This design comes from an exercise in tuning for small area and a short achievable clock period on the open sky130 flow, not from production work. No run shown here included a check of the RTL's function; only the layout flow was run.

==> flow/design.v (outline; a module is shown in full before it is edited, if it fits) <==
// module chroma_upsampler: 33 lines
// module chroma_taps: 672 lines
// module chroma_interp: 443 lines
// module rgb_converter: 2171 lines
// module luma_scale: 398 lines
// module yuv_to_rgb_core: 180 lines
module yuv_to_rgb_core (
	input  logic                CLOCK_50_I,
	input  logic                resetn,
	input  logic                pair_strobe,
	input  pixel_pkg::sample_t  y_even,
	input  pixel_pkg::sample_t  y_odd,
	input  pixel_pkg::sample_t  u_in,
	input  pixel_pkg::sample_t  v_in,
	output logic                rgb_strobe,
	output pixel_pkg::channel_t r_even,
	output pixel_pkg::channel_t g_even,
	output pixel_pkg::channel_t b_even,
	output pixel_pkg::channel_t r_odd,
	output pixel_pkg::channel_t g_odd,
	output pixel_pkg::channel_t b_odd
);
  // ...
==> flow/flow/run.sh <==
#!/bin/bash
# Standard layout, with one extra step between synthesis and floorplan:
# flow/polarity.py re-polarises the full-adder cells of the standard
# synthesis netlist to drop the inverters synthesis leaves between them.
# Each tool's output goes to a log of its own in this folder.
set -e
R=orfs/results/$FLOW_PLATFORM/yuv_to_rgb_core/base
bash standard.sh synth > 1_synth_std.log 2>&1
cp $R/1_2_yosys.v 1_2_yosys_std.v
python3 flow/polarity.py 1_2_yosys_std.v $R/1_2_yosys.v > polarity.log 2>&1
export SETUP_SLACK_MARGIN=8.2
# Port buffers: a plain buffer rather than the delay cell buffer_ports picks
export BUFFER_PORTS_ARGS="-buffer_cell sky130_fd_sc_hd__buf_2"
bash standard.sh finish > finish.log 2>&1
==> flow/flow/polarity.py <==
#!/usr/bin/env python3
"""Re-polarise full adders in a flat Yosys netlist of sky130 cells.

A full adder is self-dual: FA(~a, ~b, ~c) = (~sum, ~cout).  Synthesis leaves
many inverters between adder cells; this pass chooses, for every fa cell,
whether it computes its signals true or complemented, so that as few nets as
possible need an inverter, then rebuilds the inverters.  The logic function
of every port and register input is unchanged.

usage: polarity.py IN.v OUT.v"""
import re
import sys

INV_RE = re.compile(r"^sky130_fd_sc_hd__inv_\d+$")
FA_RE = re.compile(r"^sky130_fd_sc_hd__fa_\d+$")
OUT_PINS = {"X", "Y", "Q", "Q_N", "SUM", "COUT", "HI", "LO", "GCLK"}

src = open(sys.argv[1]).read()

mod_start = src.index("module ")
body_start = src.index(";", mod_start) + 1
end_idx = src.rindex("endmodule")
header = src[:body_start]
body = src[body_start:end_idx]

# statements of the module body, split on ';' outside of parentheses is not
# needed: yosys writes one statement per ';'
stmts = [s for s in body.split(";")]
cell_re = re.compile(r"^\s*(sky130_fd_sc_hd__\w+)\s+(\S+)\s*\((.*)\)\s*$", re.S)
pin_re = re.compile(r"\.(\w+)\(\s*(.*?)\s*\)\s*(?:,|$)", re.S)

cells = []      # [type, name, {pin: net}]
other = []      # statements kept verbatim (declarations, assigns)
port_nets = set()
for s in stmts:
    st = s.strip()
    if not st:
        continue
    m = cell_re.match(st)
    if m:
        pins = {}
        for p, n in pin_re.findall(m.group(3)):
            pins[p] = n.strip()
        cells.append([m.group(1), m.group(2), pins])
    else:
        other.append(s)
        mm = re.match(r"^\s*(input|output|inout)\s+(\[[^\]]*\]\s*)?(.+)$", st, re.S)
        if mm:
            port_nets.add(mm.group(3).strip())

def base(net):
    # port 'foo' referenced as 'foo[3]'
    b = re.sub(r"\s*\[\d+\]$", "", net)
    return b

# nets named in assigns are left alone
assign_nets = set()
for s in other:
    if s.strip().startswith("assign"):
        for tok in re.findall(r"(\\\S+|[A-Za-z_][\w$.]*(?:\s*\[\d+\])?)", s.strip()[6:]):
            assign_nets.add(tok.strip())
            assign_nets.add(base(tok.strip()))

def fixed_net(net):
    return net in port_nets or base(net) in port_nets or net in assign_nets or base(net) in assign_nets

driver = {}
for ci, (t, name, pins) in enumerate(cells):
    for p, n in pins.items():
        if p in OUT_PINS:
            driver[n] = (ci, p)

# inverters that can be dissolved: input and output are plain internal nets
inv_of = {}   # output net -> input net
dissolve = set()
for ci, (t, name, pins) in enumerate(cells):
    if INV_RE.match(t) and "A" in pins and "Y" in pins and not fixed_net(pins["Y"]):
        inv_of[pins["Y"]] = pins["A"]
        dissolve.add(ci)

def root_of(net):
    par = 0
    seen = 0
    while net in inv_of and seen < 100:
        net = inv_of[net]
        par ^= 1
        seen += 1
    return net, par

# an adder whose output is a port or named in an assign keeps its polarity
fa_cells = [ci for ci, c in enumerate(cells) if FA_RE.match(c[0])
            and not any(fixed_net(n) for p, n in c[2].items() if p in OUT_PINS)]
is_fa = set(fa_cells)
fa_in = ("A", "B", "CIN")
fa_out = ("SUM", "COUT")

# consumer pins: (cell, pin) -> (root, parity)
cons = {}
for ci, (t, name, pins) in enumerate(cells):
    if ci in dissolve:
        continue
    for p, n in pins.items():
        if p in OUT_PINS:
            continue
        cons[(ci, p)] = root_of(n)
# inverters kept (fixed outputs) consume as normal cells: already covered

# polarity per fa cell
pol = {ci: 0 for ci in fa_cells}

def drv_pol(root):
    d = driver.get(root)
    if d and d[0] in is_fa:
        return pol[d[0]]
    return 0

# the FA outputs root nets: which roots does each FA drive
fa_roots = {ci: [cells[ci][2][p] for p in fa_out if p in cells[ci][2]] for ci in fa_cells}
root_cons = {}
for k, (r, par) in cons.items():
    root_cons.setdefault(r, []).append(k)

def need(k):
    ci, p = k
    r, par = cons[k]
    if ci in is_fa and p in fa_in:
        return par ^ pol[ci]
    return par

def root_cost(r):
    dp = drv_pol(r)
    for k in root_cons.get(r, []):
        if need(k) != dp:
            return 1
    return 0

def fa_touch(ci):
    rs = set(fa_roots[ci])
    for p in fa_in:
        if (ci, p) in cons:
            rs.add(cons[(ci, p)][0])
    return rs

def total():
    return sum(root_cost(r) for r in root_cons)

before = total()
touch = {ci: fa_touch(ci) for ci in fa_cells}


def delta(ci):
    rs = touch[ci]
    c0 = sum(root_cost(r) for r in rs)
    pol[ci] ^= 1
    c1 = sum(root_cost(r) for r in rs)
    pol[ci] ^= 1
    return c1 - c0


def descend():
    improved = True
    while improved:
        improved = False
        for ci in fa_cells:
            if delta(ci) < 0:
                pol[ci] ^= 1
                improved = True


# greedy descent, then annealing that accepts sideways and rare uphill moves
import random
rng = random.Random(1)
descend()
best_cost = total()
best = dict(pol)
cur = best_cost
temp = 1.0
for step in range(200000):
    ci = fa_cells[rng.randrange(len(fa_cells))]
    d = delta(ci)
    if d <= 0 or rng.random() < pow(2.718, -d / temp):
        pol[ci] ^= 1
        cur += d
        if cur < best_cost:
            best_cost = cur
            best = dict(pol)
    temp = max(0.05, 1.0 - step / 150000.0)
pol.update(best)
descend()
after = total()

# rebuild: FA polarity flip means its logical output root now carries the
# complement on the same net; every consumer pin gets the net or a shared
# inverter of it
new_inv = {}
out_cells = []
ninv = 0
def inv_net(r):
    global ninv
    if r not in new_inv:
        nm = f"_pol_n{ninv}_"
        new_inv[r] = nm
        ninv += 1
    return new_inv[r]

for ci, (t, name, pins) in enumerate(cells):
    if ci in dissolve:
        continue
    newpins = dict(pins)
    for p in pins:
        if p in OUT_PINS:
            continue
        r, par = cons[(ci, p)]
        if need((ci, p)) == drv_pol(r):
            newpins[p] = r
        else:
            newpins[p] = inv_net(r)
    out_cells.append((t, name, newpins))

def esc(n):
    # escaped identifiers end at white space
    return n + " " if n.startswith("\\") else n


lines = [header]
for s in other:
    lines.append(s + ";")
for r, nm in new_inv.items():
    lines.append(f"\n  wire {nm};")
for i, (r, nm) in enumerate(new_inv.items()):
    lines.append(f"\n  sky130_fd_sc_hd__inv_1 _pol_i{i}_ (\n    .A({esc(r)}),\n    .Y({nm})\n  );")
for t, name, pins in out_cells:
    pl = ",\n".join(f"    .{p}({esc(n)})" for p, n in pins.items())
    lines.append(f"\n  {t} {name} (\n{pl}\n  );")
lines.append("\nendmodule\n")
open(sys.argv[2], "w").write("".join(lines))
flipped = sum(pol.values())
sys.stderr.write(f"polarity: {len(fa_cells)} fa cells, {flipped} flipped; "
                 f"inverters {len(dissolve)} dissolved, {len(new_inv)} rebuilt "
                 f"(complemented nets {before} -> {after})\n")
==> flow/standard.sh <==
#!/bin/bash
# synth_recipe.tcl (not shown) runs the flow's synth.tcl, then flattens the netlist and writes it again
# the make line also repeats each setting of config.mk as NAME=value (left out here)
make -C /OpenROAD-flow-scripts/flow DESIGN_CONFIG=/design/flow/config.mk WORK_HOME=/design/flow/orfs CLKGATE_MAP_FILE= SYNTH_SCRIPT=/design/flow/synth_recipe.tcl "${@:-finish}"
==> flow/config.mk <==
export PLATFORM = sky130hd
export DESIGN_NAME = yuv_to_rgb_core
export DESIGN_NICKNAME = yuv_to_rgb_core
export VERILOG_FILES = /design/flow/design.v
export SDC_FILE = /design/flow/constraint.sdc
export NUM_CORES = 4
export LEC_CHECK = 0
export ABC_AREA = 1
export CAP_MARGIN = 20
export CORE_MARGIN = 2
export CORE_UTILIZATION = 40
export SLEW_MARGIN = 20
==> flow/constraint.sdc <==
create_clock -name core_clock -period 11.5 [get_ports {CLOCK_50_I}]
set_input_delay 2.3000 -clock core_clock [delete_from_list [all_inputs] [get_ports {CLOCK_50_I}]]
set_output_delay 2.3000 -clock core_clock [all_outputs]
set_load 0.01 [all_outputs]
==> notes.md, run 1 <==
----------------------------------------------------
[Yosys]
  Combined area of all synthesized cells ... 30470 µm²
  Total of warnings raised by yosys ... 6
  Synthesized netlist net count ... 3818

[Drt]
  Highest routed layer ... met4
  Wire length on met1 ... 30.51 mm

[Run status]
  Result of the run ... finished clean

[Placement]
  Gp weighted congestion ... 0.8994
  Cell Count Post-Placement ... 4001
  Post-place instance area ... 32480 µm²

[Worst setup path]
  CP delay by family, top ... adder cells
  Max incr delay on CP ... 570 ps
  CP cell instances ... buf_12 -> fa_1 -> fa_1 -> fa_1 -> ha_1 -> nand2_1 -> nor2_1 -> a21oi_2 -> nand2_4 -> fa_2 -> inv_1 -> nand3_1 -> nand2_1 -> inv_1
  CP startpoint ... u_odd_s2[2]$_DFF_P_
  Worst reg2reg setup slack ... 7860 ps
  R2r startpoint ... u_odd_s2[2]$_DFF_P_

[Clock tree]
  Insertion delay of the later-clocked pin in the worst-skew pair ... 600 ps

[Final layout]
  Flip-flop and latch share of the layout cell area ... 0.2442
  Total Nets Final ... 4141
  Seq Cell Count ... 376
  Final standard cell utilization of the core ... 0.5001

[Global route]
  Largest net degree at the start of global routing ... 129
  Wire length of the first global-routing pass ... 110.7 mm

[Timing]
  RSZ-0062 raised after global routing ... yes

[Floorplanning]
  Row count ... 101
  Number of ports placed on the die boundary ... 84

----------------------------------------------------
==> inputs of run 2 (changes only) <==
--- a/flow/flow/run.sh
+++ b/flow/flow/run.sh
@@ -10,3 +10,3 @@
 python3 flow/polarity.py 1_2_yosys_std.v $R/1_2_yosys.v > polarity.log 2>&1
-export SETUP_SLACK_MARGIN=8.2
+export SETUP_SLACK_MARGIN=8.0
 # Port buffers: a plain buffer rather than the delay cell buffer_ports picks
==> run 2 against run 1 <==
  * Still clean
  * Area after synthesis unchanged
  * Count of clock-buffer cells in the layout increased by 1
  * Design area fell by 1.1%
  * Register-to-register slack got worse by 80 ps
  * Final cell count fell by 0.54%
  * Non-clock buffer count decreased by 20
  * Global-route usage grew 0.50 points
  * Synthesized cell count unchanged
==> notes.md, run 2 <==
----------------------------------------------------
[Placement]
  Port bufs ... 83 (unchanged)
  Cell Count Post-Placement ... 4001 (unchanged)
  Placed wire-length estimate after detailed placement ... 53.22 mm (was 51.07 mm)
  Gp weighted congestion ... 0.9198 (was 0.8994)
  Post-place instance area ... 32270 µm² (was 32480 µm²)
  Place WS ... 7450 ps (was 7576 ps)

[Yosys]
  Post-synthesis area per instance ... 10.34 µm² (unchanged)
  Combined area of all synthesized cells ... 30470 µm² (unchanged)
  Synthesized netlist net count ... 3818 (unchanged)
  Gate count after technology mapping ... 2946 (unchanged)
  Total of warnings raised by yosys ... 6 (unchanged)

[Global route]
  Largest net degree at the start of global routing ... 129 (unchanged)
  Aggregate global-route resource usage ... 0.1828 (was 0.1778)
  Total overflow reported by the global router ... 0 (unchanged)
  Wire length of the first global-routing pass ... 113.4 mm (was 110.7 mm)
  Initial antenna violation count ... 0 (was 1)
  Vias in the first global route ... 21300 (was 21370)

[Drt]
  Vias post-DR ... 20400 (was 20360)
  Detailed Routing Iterations Pass 1 ... 5 (unchanged)
  Count of routing violations after the opening detailed-route iteration ... 1079 (was 976)
  Routed length per placed instance ... 16.43 µm (was 15.72 µm)
  Detail-routed via count per cell ... 4.786 (was 4.750)
  Residual DRC count ... 0 (unchanged)
  Number of routed nets with antenna violations ... 0 (unchanged)
  Post-detailed-routing wire length ... 70.04 mm (was 67.38 mm)

[Clock tree]
  CTS sink cnt ... 376 (unchanged)
  CTS tree ... built (unchanged)
  Clock edge transition at the registers on the reported setup and hold paths ... 70 ps (was 60 ps)
  Count of hold-fix buffers inserted at cts ... 0 (unchanged)
  Insertion delay of the later-clocked pin in the worst-skew pair ... 610 ps (was 600 ps)
  Max clock buf depth ... 3 (unchanged)
  Number of buffers created by CTS ... 45 (was 47)
  CTS HTree Levels ... 2 (unchanged)
  Clock tree root buffer cell ... sky130_fd_sc_hd__clkbuf_16 (unchanged)

[Worst setup path]
  FF-to-FF End ... g_even[0]$_DFF_P_ (was g_odd[0]$_DFF_P_)
  Req. time, crit path ... 11980 ps (was 12040 ps)
  Depth of the worst register-to-register path ... 15 (was 14)
  Sort of element at the start of the critical path ... flip-flop (unchanged)
  R2r startpoint ... u_even_s2[1]$_DFF_P_ (was u_odd_s2[2]$_DFF_P_)
  Critical path capture point type ... flip-flop (unchanged)
  Crit-path max FO ... 4 (was 6)
  Data arrival time at the worst-slack endpoint ... 4200 ps (was 4180 ps)
  Category of the most critical setup path ... flip-flop to flip-flop (unchanged)
  Worst reg2reg setup slack ... 7780 ps (was 7860 ps)

[Floorplanning]
  Number of ports placed on the die boundary ... 84 (unchanged)
  X dimension of the die ... 280.0 µm (unchanged)
  Full die area ... 78410 µm² (unchanged)
  Initial Util ... 0.4026 (unchanged)
  Die height ... 280.0 µm (unchanged)
  Row count ... 101 (unchanged)
  CORE AREA ... 75700 µm² (unchanged)

[Final layout]
  Most common cell after layout, fill and taps aside ... sky130_fd_sc_hd__inv_1 (unchanged)
  Post-route cell area ... 37450 µm² (was 37860 µm²)
  Area overhead of the layout relative to synthesis ... 22.89% (was 24.23%)
  Share of cells above drive strength 1 ... 0.2499 (was 0.2690)
  Diode count ... 0 (unchanged)
  Total Nets Final ... 4120 (was 4141)
  Final Non-Filler Cells ... 4263 (was 4286)
  Final standard cell utilization of the core ... 0.4947 (was 0.5001)
  Regs by FF count ... u_upsampler.win x40, v_upsampler.win x40 (unchanged)
  Leading cell types in the layout, fill and taps excluded ... 476 x sky130_fd_sc_hd__inv_1, 447 x sky130_fd_sc_hd__nand2_1, 379 x sky130_fd_sc_hd__fa_1 (was 472 x sky130_fd_sc_hd__inv_1, 443 x sky130_fd_sc_hd__nand2_1, 383 x sky130_fd_sc_hd__fa_1)

[Run status]
  Result of the run ... finished clean (unchanged)

[Timing]
  Final worst-path cycle share ... 0.3233 (was 0.3167)
  Final-layout worst hold slack ... 334.2 ps (was 338.5 ps)
  Pin slew with the least headroom to its limit ... 1011 ps (was 955.7 ps)
  Final hold vios ... 0 (unchanged)
  Final critical-path setup slack ... 7782 ps (was 7858 ps)
  Min Clock Period, post-route ... 3718 ps (was 3642 ps)
  RSZ-0062 raised after global routing ... yes (unchanged)
  Max Clock Skew ... 37.82 ps (was 21.25 ps)
  Max-slew violation count ... 0 (unchanged)
  Fmax achieved ... 269.0 MHz (was 274.5 MHz)
  Summed negative setup slack over all endpoints ... 0 ps (unchanged)
  Final setup fails ... 0 (unchanged)
  Slew HR ... 0.3262 (was 0.3629)

[Min path]
  Worst min-delay path startpoint ... ly_odd[2][4]$_DFFE_PP_ (was ly_even[2][5]$_DFFE_PP_)
  End of the worst hold path ... y_odd_s1[4]$_DFF_P_ (was y_even_s1[5]$_DFF_P_)
  Worst hold stages ... 0 (unchanged)
  Type of the worst min-delay path ... flip-flop to flip-flop (unchanged)

[Flow run]
  Max-capacitance violation count ... 0 (unchanged)

----------------------------------------------------
## run 2: worst max path at each step
stage,startpoint,to,slack (ps),cells after the start
floorplan,u_odd_s2[4]$_DFF_P_,g_odd[1]$_DFF_P_,7910,15
global placement,u_odd_s2[6]$_DFF_P_,b_odd[1]$_DFF_P_,7440,18
detailed placement,u_odd_s2[6]$_DFF_P_,b_odd[1]$_DFF_P_,7450,18
CTS,u_even_s2[6]$_DFF_P_,g_even[6]$_DFF_P_,7850,16
global route,u_even_s2[1]$_DFF_P_,g_even[0]$_DFF_P_,7590,15
finish,u_even_s2[1]$_DFF_P_,g_even[0]$_DFF_P_,7780,15
## run 2: area by class of cell
cell class | count | area, µm²
Inverter | 534 | 2092
Sequential cell | 376 | 9230
Tap cell | 978 | 1224
Clock buffer | 63 | 1308
Fill cell | 6656 | 38250
Timing Repair Buffer | 263 | 2064
Clock inverter | 21 | 309.0
Multi-Input combinational cell | 2028 | 21220
## run 2: repair_timing
action                     CTS  global route
gates resized for setup    239           250
setup endpoints to repair   70            72
pin swaps                  209           191
gates cloned                 1             0
setup buffers              137            40
## run 2: layer usage
metal | part of all wire | vias to the layer above | global-route usage
li1 | - | 10010 | -
met1 | 0.46 | 9917 | 0.2465
met2 | 0.48 | 360 | 0.3060
met3 | 0.040 | 121 | 0.02665
met4 | 0.029 | 0 | 0.05252
met5 | 0 | - | 0
## run 2: critical path, cell delays in order, from the launching register on
cell                       delay [ps]
sky130_fd_sc_hd__dfxtp_4          360
sky130_fd_sc_hd__buf_8            130
sky130_fd_sc_hd__fa_1             500
sky130_fd_sc_hd__fa_1             520
sky130_fd_sc_hd__fa_1             450
sky130_fd_sc_hd__ha_1             330
sky130_fd_sc_hd__nand2_1           70
sky130_fd_sc_hd__nor2_2           130
sky130_fd_sc_hd__nand3_2          110
sky130_fd_sc_hd__nor2_2           170
sky130_fd_sc_hd__nor2_4            60
sky130_fd_sc_hd__nand2_4          100
sky130_fd_sc_hd__fa_2             410
sky130_fd_sc_hd__nand3b_1         160
sky130_fd_sc_hd__nand2_1           60
sky130_fd_sc_hd__inv_1             40
==> inputs of run 3 (changes only) <==
--- a/flow/flow/run.sh
+++ b/flow/flow/run.sh
@@ -10,3 +10,3 @@
 python3 flow/polarity.py 1_2_yosys_std.v $R/1_2_yosys.v > polarity.log 2>&1
-export SETUP_SLACK_MARGIN=8.0
+export SETUP_SLACK_MARGIN=8.2
 # Port buffers: a plain buffer rather than the delay cell buffer_ports picks
--- a/flow/config.mk
+++ b/flow/config.mk
@@ -7,3 +7,2 @@
 export LEC_CHECK = 0
-export ABC_AREA = 1
 export CAP_MARGIN = 20
==> run 3 against run 2 <==
  * Core utilization down 0.45 points
  * Die area decreased by 4.9%
  * Still clean
  * Design area shrank 6.3%
  * Final cell count decreased by 16%
==> notes.md, run 3 <==
----------------------------------------------------
[Min path]
  Worst hold stages ... 0 (unchanged)
  Worst min-delay path startpoint ... ly_even[2][7]$_DFFE_PP_ (was ly_odd[2][4]$_DFFE_PP_)
  End of the worst hold path ... y_even_s1[7]$_DFF_P_ (was y_odd_s1[4]$_DFF_P_)
  Type of the worst min-delay path ... flip-flop to flip-flop (unchanged)

[Clock tree]
  Clock edge transition at the registers on the reported setup and hold paths ... 60 ps (was 70 ps)
  Clock tree root buffer cell ... sky130_fd_sc_hd__clkbuf_16 (unchanged)
  Count of hold-fix buffers inserted at cts ... 0 (unchanged)
  CTS sink cnt ... 376 (unchanged)
  CTS HTree Levels ... 2 (unchanged)
  Max clock buf depth ... 3 (unchanged)
  CTS tree ... built (unchanged)
  Insertion delay of the later-clocked pin in the worst-skew pair ... 600 ps (was 610 ps)
  Number of buffers created by CTS ... 46 (was 45)

[Final layout]
  Final standard cell utilization of the core ... 0.4902 (was 0.4947)
  Total area of multi-input combinational cells ... 19940 µm² (was 21220 µm²)
  Total Nets Final ... 3477 (was 4120)
  Share of cells above drive strength 1 ... 0.2531 (was 0.2499)
  Post-route cell area ... 35100 µm² (was 37450 µm²)
  Leading cell types in the layout, fill and taps excluded ... 403 x sky130_fd_sc_hd__fa_1, 379 x sky130_fd_sc_hd__ha_1, 301 x sky130_fd_sc_hd__inv_1 (was 476 x sky130_fd_sc_hd__inv_1, 447 x sky130_fd_sc_hd__nand2_1, 379 x sky130_fd_sc_hd__fa_1)
  Diode count ... 0 (unchanged)
  Most common cell after layout, fill and taps aside ... sky130_fd_sc_hd__fa_1 (was sky130_fd_sc_hd__inv_1)
  Regs by FF count ... u_upsampler.win x40, v_upsampler.win x40 (unchanged)
  Sequential cell area ... 9229 µm² (was 9230 µm²)
  Area overhead of the layout relative to synthesis ... 21.29% (was 22.89%)
  # fillers ... 6277 (was 6656)
  Final Non-Filler Cells ... 3593 (was 4263)

[Floorplanning]
  Row count ... 98 (was 101)
  Die height ... 273 µm (was 280.0 µm)
  Number of ports placed on the die boundary ... 84 (unchanged)
  Initial Util ... 0.4042 (was 0.4026)
  Full die area ... 74530 µm² (was 78410 µm²)
  CORE AREA ... 71610 µm² (was 75700 µm²)
  X dimension of the die ... 273 µm (was 280.0 µm)

[Timing]
  Max-slew violation count ... 0 (unchanged)
  Final critical-path setup slack ... 7173 ps (was 7782 ps)
  RSZ-0062 raised after global routing ... yes (unchanged)
  Final worst-path cycle share ... 0.3762 (was 0.3233)
  Min Clock Period, post-route ... 4327 ps (was 3718 ps)
  Pin slew with the least headroom to its limit ... 1037 ps (was 1011 ps)
  Max Clock Skew ... 54.15 ps (was 37.82 ps)
  Fmax achieved ... 231.1 MHz (was 269.0 MHz)
  Final-layout worst hold slack ... 339.0 ps (was 334.2 ps)
  Summed negative setup slack over all endpoints ... 0 ps (unchanged)
  Final setup fails ... 0 (unchanged)
  Slew HR ... 0.3070 (was 0.3262)
  Final hold vios ... 0 (unchanged)

[Yosys]
  Post-synthesis area per instance ... 12.48 µm² (was 10.34 µm²)
  Gate count after technology mapping ... 2320 (was 2946)
  Synthesized netlist net count ... 3192 (was 3818)
  Combined area of all synthesized cells ... 28940 µm² (was 30470 µm²)
  Total of warnings raised by yosys ... 6 (unchanged)

[Worst setup path]
  Crit-path max FO ... 3 (was 4)
  Worst reg2reg setup slack ... 7170 ps (was 7780 ps)
  Critical path capture point type ... flip-flop (unchanged)
  Data arrival time at the worst-slack endpoint ... 4790 ps (was 4200 ps)
  R2r startpoint ... u_q_s1[4]$_DFF_P_ (was u_even_s2[1]$_DFF_P_)
  Depth of the worst register-to-register path ... 14 (was 15)
  Category of the most critical setup path ... flip-flop to flip-flop (unchanged)
  Sort of element at the start of the critical path ... flip-flop (unchanged)
  Req. time, crit path ... 11960 ps (was 11980 ps)
  FF-to-FF End ... u_odd_s2[6]$_DFF_P_ (was g_even[0]$_DFF_P_)

[Drt]
  Vias post-DR ... 17720 (was 20400)
  Post-detailed-routing wire length ... 63.74 mm (was 70.04 mm)
  Number of routed nets with antenna violations ... 0 (unchanged)
  Count of routing violations after the opening detailed-route iteration ... 688 (was 1079)
  Detail-routed via count per cell ... 4.932 (was 4.786)
  Detailed Routing Iterations Pass 1 ... 6 (was 5)
  Routed length per placed instance ... 17.74 µm (was 16.43 µm)
  Residual DRC count ... 0 (unchanged)

[Global route]
  Initial antenna violation count ... 0 (unchanged)
  Aggregate global-route resource usage ... 0.1743 (was 0.1828)
  Total overflow reported by the global router ... 0 (unchanged)
  Wire length of the first global-routing pass ... 102.5 mm (was 113.4 mm)
  Vias in the first global route ... 19520 (was 21300)
  Largest net degree at the start of global routing ... 129 (unchanged)

[Placement]
  Post-place instance area ... 30970 µm² (was 32270 µm²)
  Port bufs ... 83 (unchanged)
  Placed wire-length estimate after detailed placement ... 49.18 mm (was 53.22 mm)
  Gp weighted congestion ... 0.8965 (was 0.9198)
  Cell Count Post-Placement ... 3341 (was 4001)
  Place WS ... 6874 ps (was 7450 ps)

[Flow run]
  Max-capacitance violation count ... 0 (unchanged)

[Run status]
  Result of the run ... finished clean (unchanged)

----------------------------------------------------
==> run 3: how the worst max path moves through the flow <==
| stage | startpoint | endpoint | cells past startpoint | slack [ps] |
|---|---|---|---|---|
| CTS | u_q_s1[4]$_DFF_P_ | u_odd_s2[6]$_DFF_P_ | 14 | 7110 |
| finish | u_q_s1[4]$_DFF_P_ | u_odd_s2[6]$_DFF_P_ | 14 | 7170 |
| detailed placement | u_q_s1[2]$_DFF_P_ | u_odd_s2[6]$_DFF_P_ | 14 | 6870 |
| global placement | u_q_s1[4]$_DFF_P_ | u_odd_s2[6]$_DFF_P_ | 14 | 6970 |
| floorplan | u_q_s1[4]$_DFF_P_ | u_odd_s2[6]$_DFF_P_ | 15 | 7210 |
| global route | u_q_s1[8]$_DFF_P_ | u_odd_s2[6]$_DFF_P_ | 13 | 6950 |
==> run 3: what timing repair did <==
action,in CTS,in global routing
gates resized for setup,133,161
pin swaps,85,142
setup buffers,84,82
endpoints found under the setup margin,122,129
==> run 3: critical path, stage by stage, from the launching register on <==
cell and delay [ps]:
sky130_fd_sc_hd__dfxtp_4 360, sky130_fd_sc_hd__fa_1 550, sky130_fd_sc_hd__fa_1 440, sky130_fd_sc_hd__fa_1 540, sky130_fd_sc_hd__ha_4 210, sky130_fd_sc_hd__a21o_1 200, sky130_fd_sc_hd__a2111oi_2 280, sky130_fd_sc_hd__and3b_2 280
sky130_fd_sc_hd__o31ai_4 70, sky130_fd_sc_hd__o41a_1 350, sky130_fd_sc_hd__a21oi_2 200, sky130_fd_sc_hd__ha_4 240, sky130_fd_sc_hd__or3b_4 220, sky130_fd_sc_hd__mux2i_1 60, sky130_fd_sc_hd__a311oi_1 250
==> run 3: cell type report <==
cell class / instances / share of cell area
clock buffers: 66 / 0.03860
clock inverters: 20 / 0.003921
flip-flops and latches: 376 / 0.2629
inverters: 335 / 0.03846
multi-input cells: 1597 / 0.5680
well taps: 950 / 0.03386
repair buffers: 249 / 0.05425
==> run 3: per-layer routing <==
metal | vias to the layer above | part of all wire | track usage
li1 | 8477 | - | -
met1 | 8880 | 0.45 | 0.2288
met2 | 273 | 0.47 | 0.2916
met3 | 89 | 0.044 | 0.03251
met4 | 0 | 0.033 | 0.05536
met5 | - | 0 | 0
==> inputs of run 4 (changes only) <==
--- a/flow/config.mk
+++ b/flow/config.mk
@@ -7,5 +7,6 @@
 export LEC_CHECK = 0
-export CAP_MARGIN = 20
+export ABC_AREA = 1
+export CAP_MARGIN = 0
 export CORE_MARGIN = 2
 export CORE_UTILIZATION = 40
-export SLEW_MARGIN = 20
+export SLEW_MARGIN = 0
==> run 4 against run 3 <==
  * Still clean
  * Core utilization increased by 0.99 points
  * Sequential share of layout area decreased by 1.9 points
  * Clock skew shrank 33 ps
  * Global-route usage grew 0.35 points
  * Count of clock-buffer cells in the layout fell by 4
  * Final cell count up 19%
  * Flip-flop and latch count stayed put
  * Area after synthesis up 5.3%
  * Hold slack worse by 0.53 ps
  * Non-clock buffer count increased by 34
  * Register-to-register slack gained 680 ps
  * Wire length grew 5.7%
  * Highest routed layer unchanged
==> notes.md, run 4 <==
----------------------------------------------------
[Run status]
  Result of the run ... finished clean (unchanged)

[Global route]
  GRT Max-Usage Layer ... met2 (unchanged)
  GR Util met1 ... 0.2379 (was 0.2288)
  Vias in the first global route ... 21370 (was 19520)
  Wire length of the first global-routing pass ... 110.7 mm (was 102.5 mm)
  Aggregate global-route resource usage ... 0.1778 (was 0.1743)
  Met3 global-route usage ... 0.03081 (was 0.03251)
  Global routing usage on met2 ... 0.2980 (was 0.2916)
  Largest net degree at the start of global routing ... 129 (unchanged)
  Total overflow reported by the global router ... 0 (unchanged)
  Initial antenna violation count ... 1 (was 0)

[Final layout]
  # fillers ... 6652 (was 6277)
  Regs by FF count ... u_upsampler.win x40, v_upsampler.win x40 (unchanged)
  Leading cell types in the layout, fill and taps excluded ... 472 x sky130_fd_sc_hd__inv_1, 443 x sky130_fd_sc_hd__nand2_1, 383 x sky130_fd_sc_hd__fa_1 (was 403 x sky130_fd_sc_hd__fa_1, 379 x sky130_fd_sc_hd__ha_1, 301 x sky130_fd_sc_hd__inv_1)
  Total Nets Final ... 4141 (was 3477)
  Diode count ... 0 (unchanged)
  Most common cell after layout, fill and taps aside ... sky130_fd_sc_hd__inv_1 (was sky130_fd_sc_hd__fa_1)
  Sequential cell area ... 9244 µm² (was 9229 µm²)
  Post-route cell area ... 37860 µm² (was 35100 µm²)
  Total area of multi-input combinational cells ... 21450 µm² (was 19940 µm²)
  Area overhead of the layout relative to synthesis ... 24.23% (was 21.29%)
  Share of cells above drive strength 1 ... 0.2690 (was 0.2531)

[Clock tree]
  Count of hold-fix buffers inserted at cts ... 0 (unchanged)
  CTS sink cnt ... 376 (unchanged)
  CTS tree ... built (unchanged)
  Insertion delay of the later-clocked pin in the worst-skew pair ... 600 ps (about the same)
  CTS HTree Levels ... 2 (unchanged)
  Max clock buf depth ... 3 (unchanged)
  Clock edge transition at the registers on the reported setup and hold paths ... 60 ps (about the same)
  Number of buffers created by CTS ... 47 (was 46)
  Clock tree root buffer cell ... sky130_fd_sc_hd__clkbuf_16 (unchanged)

[Timing]
  Pin slew with the least headroom to its limit ... 955.7 ps (was 1037 ps)
  RSZ-0062 raised after global routing ... yes (unchanged)
  Final setup fails ... 0 (unchanged)
  Min Clock Period, post-route ... 3642 ps (was 4327 ps)
  Final worst-path cycle share ... 0.3167 (was 0.3762)
  Final hold vios ... 0 (unchanged)
  Max-slew violation count ... 0 (unchanged)
  Slew HR ... 0.3629 (was 0.3070)
  Final-layout worst hold slack ... 338.5 ps (was 339.0 ps)
  Max Clock Skew ... 21.25 ps (was 54.15 ps)
  Summed negative setup slack over all endpoints ... 0 ps (unchanged)
  Fmax achieved ... 274.5 MHz (was 231.1 MHz)

[Drt]
  Vias post-DR ... 20360 (was 17720)
  Detail-routed via count per cell ... 4.750 (was 4.932)
  Post-detailed-routing wire length ... 67.38 mm (was 63.74 mm)
  Routed length per placed instance ... 15.72 µm (was 17.74 µm)
  Number of routed nets with antenna violations ... 0 (unchanged)
  Count of routing violations after the opening detailed-route iteration ... 976 (was 688)
  Detailed Routing Iterations Pass 1 ... 5 (was 6)
  Residual DRC count ... 0 (unchanged)

[Worst setup path]
  Worst reg2reg setup slack ... 7860 ps (was 7170 ps)
  Req. time, crit path ... 12040 ps (was 11960 ps)
  Data arrival time at the worst-slack endpoint ... 4180 ps (was 4790 ps)
  Critical path capture point type ... flip-flop (unchanged)
  FF-to-FF End ... g_odd[0]$_DFF_P_ (was u_odd_s2[6]$_DFF_P_)
  R2r startpoint ... u_odd_s2[2]$_DFF_P_ (was u_q_s1[4]$_DFF_P_)
  Category of the most critical setup path ... flip-flop to flip-flop (unchanged)
  Depth of the worst register-to-register path ... 14 (unchanged)
  Crit-path max FO ... 6 (was 3)
  Sort of element at the start of the critical path ... flip-flop (unchanged)

[Min path]
  Worst min-delay path startpoint ... ly_even[2][5]$_DFFE_PP_ (was ly_even[2][7]$_DFFE_PP_)
  Type of the worst min-delay path ... flip-flop to flip-flop (unchanged)
  End of the worst hold path ... y_even_s1[5]$_DFF_P_ (was y_even_s1[7]$_DFF_P_)
  Worst hold stages ... 0 (unchanged)

[Floorplanning]
  CORE AREA ... 75700 µm² (was 71610 µm²)
  Full die area ... 78410 µm² (was 74530 µm²)
  Number of ports placed on the die boundary ... 84 (unchanged)
  X dimension of the die ... 280.0 µm (was 273 µm)
  Row count ... 101 (was 98)
  Initial Util ... 0.4026 (was 0.4042)
  Die height ... 280.0 µm (was 273 µm)

[Placement]
  Placed wire-length estimate after detailed placement ... 51.07 mm (was 49.18 mm)
  Gp weighted congestion ... 0.8994 (was 0.8965)
  Post-place instance area ... 32480 µm² (was 30970 µm²)
  Port bufs ... 83 (unchanged)

[Yosys]
  Combined area of all synthesized cells ... 30470 µm² (was 28940 µm²)
  Total of warnings raised by yosys ... 6 (unchanged)
  Synthesized netlist net count ... 3818 (was 3192)
  Gate count after technology mapping ... 2946 (was 2320)
  Post-synthesis area per instance ... 10.34 µm² (was 12.48 µm²)

[Flow run]
  Max-capacitance violation count ... 0 (unchanged)

----------------------------------------------------
-- run 4: layout make-up --
type	count	area share
well taps	978	0.03232
inverters	534	0.05609
multi-input cells	2027	0.5666
repair buffers	283	0.06012
clock inverters	26	0.007337
clock buffers	62	0.03338
flip-flops and latches	376	0.2442
-- run 4: routing by layer --
layer	vias to the layer above	wire length, µm
met4	0	1670
met3	97	2910
met1	9895	30510
met2	315	32290
li1	10050	-
met5	-	0
-- run 4: what timing repair did --
item	in CTS	in global routing
pin swaps	234	201
resized for setup	329	189
cloned	1	0
setup buffers	157	39
setup endpoints to repair	121	123
-- run 4: worst max-delay path by stage --
stage / cells after the start / end / start
floorplan: 15 / g_odd[1]$_DFF_P_ / u_odd_s2[4]$_DFF_P_
global placement: 13 / v_odd_s2[1]$_DFF_P_ / v_q_s1[8]$_DFF_P_
detailed placement: 15 / v_odd_s2[1]$_DFF_P_ / v_q_s1[8]$_DFF_P_
CTS: 15 / g_even[0]$_DFF_P_ / v_even_s2[1]$_DFF_P_
global route: 15 / g_even[0]$_DFF_P_ / v_even_s2[1]$_DFF_P_
finish: 14 / g_odd[0]$_DFF_P_ / u_odd_s2[2]$_DFF_P_
-- run 4: worst max-delay path, cell delays in order (launching register included) --
cell and delay, ps:
sky130_fd_sc_hd__dfxtp_4 380, sky130_fd_sc_hd__buf_12 150, sky130_fd_sc_hd__fa_1 510, sky130_fd_sc_hd__fa_1 570, sky130_fd_sc_hd__fa_1 440, sky130_fd_sc_hd__ha_1 320
sky130_fd_sc_hd__nand2_1 120, sky130_fd_sc_hd__nor2_1 70, sky130_fd_sc_hd__a21oi_2 170, sky130_fd_sc_hd__nand2_4 90, sky130_fd_sc_hd__fa_2 530, sky130_fd_sc_hd__inv_1 40
sky130_fd_sc_hd__nand3_1 70, sky130_fd_sc_hd__nand2_1 50, sky130_fd_sc_hd__inv_1 50
-- run 4: stage by stage --
| step | setup slack (ps) | util | instances |
|---|---|---|---|
| global placement | 7628 | 0.4291 | 4001 |
| floorplan | 7930 | - | 2946 |
| detailed placement | 7576 | 0.4291 | 4001 |
| finish | 7858 | 0.5001 | 4286 |
| CTS | 7875 | 0.4861 | 4247 |
| global route | 7701 | 0.5001 | 4286 |

## static timing again, ports no longer ideal
Ports are ideal in the flow. The routed layouts listed here were re-timed in OpenROAD. Step 1: set_driving_cell puts a clkbuf_16 on CLOCK_50_I and a buf_2 on each other input, an assumption about the parent block. Step 2 moves the port delays by t, midway between the first and last clock arrival at a register: inputs arrive t later, outputs are due t later. That takes back most of the time a late clock gives input paths. a / b / c = ideal ports / drivers / drivers and shift; a / b = the first two.
run	t (ns)	setup WS [ns]	hold WS [ns]	clock arrival spread, ns	worst slew at a driven data input, ns
run 1	0.657	7.858 / 7.858 / 7.783	0.338 / 0.338 / 0.338	0.021 / 0.021	0.03
run 2	0.663	7.782 / 7.782 / 7.643	0.334 / 0.334 / 0.334	0.041 / 0.041	0.04
run 3	0.639	7.173 / 7.173 / 7.173	0.339 / 0.339 / 0.339	0.060 / 0.060	0.05
run 4	0.657	7.858 / 7.858 / 7.783	0.338 / 0.338 / 0.338	0.021 / 0.021	0.03
After both steps setup and hold are still met in every run listed. For run 2, which loses most, drivers alone change the setup slack by 0.000 ns; drivers and shift together by -0.139 ns.
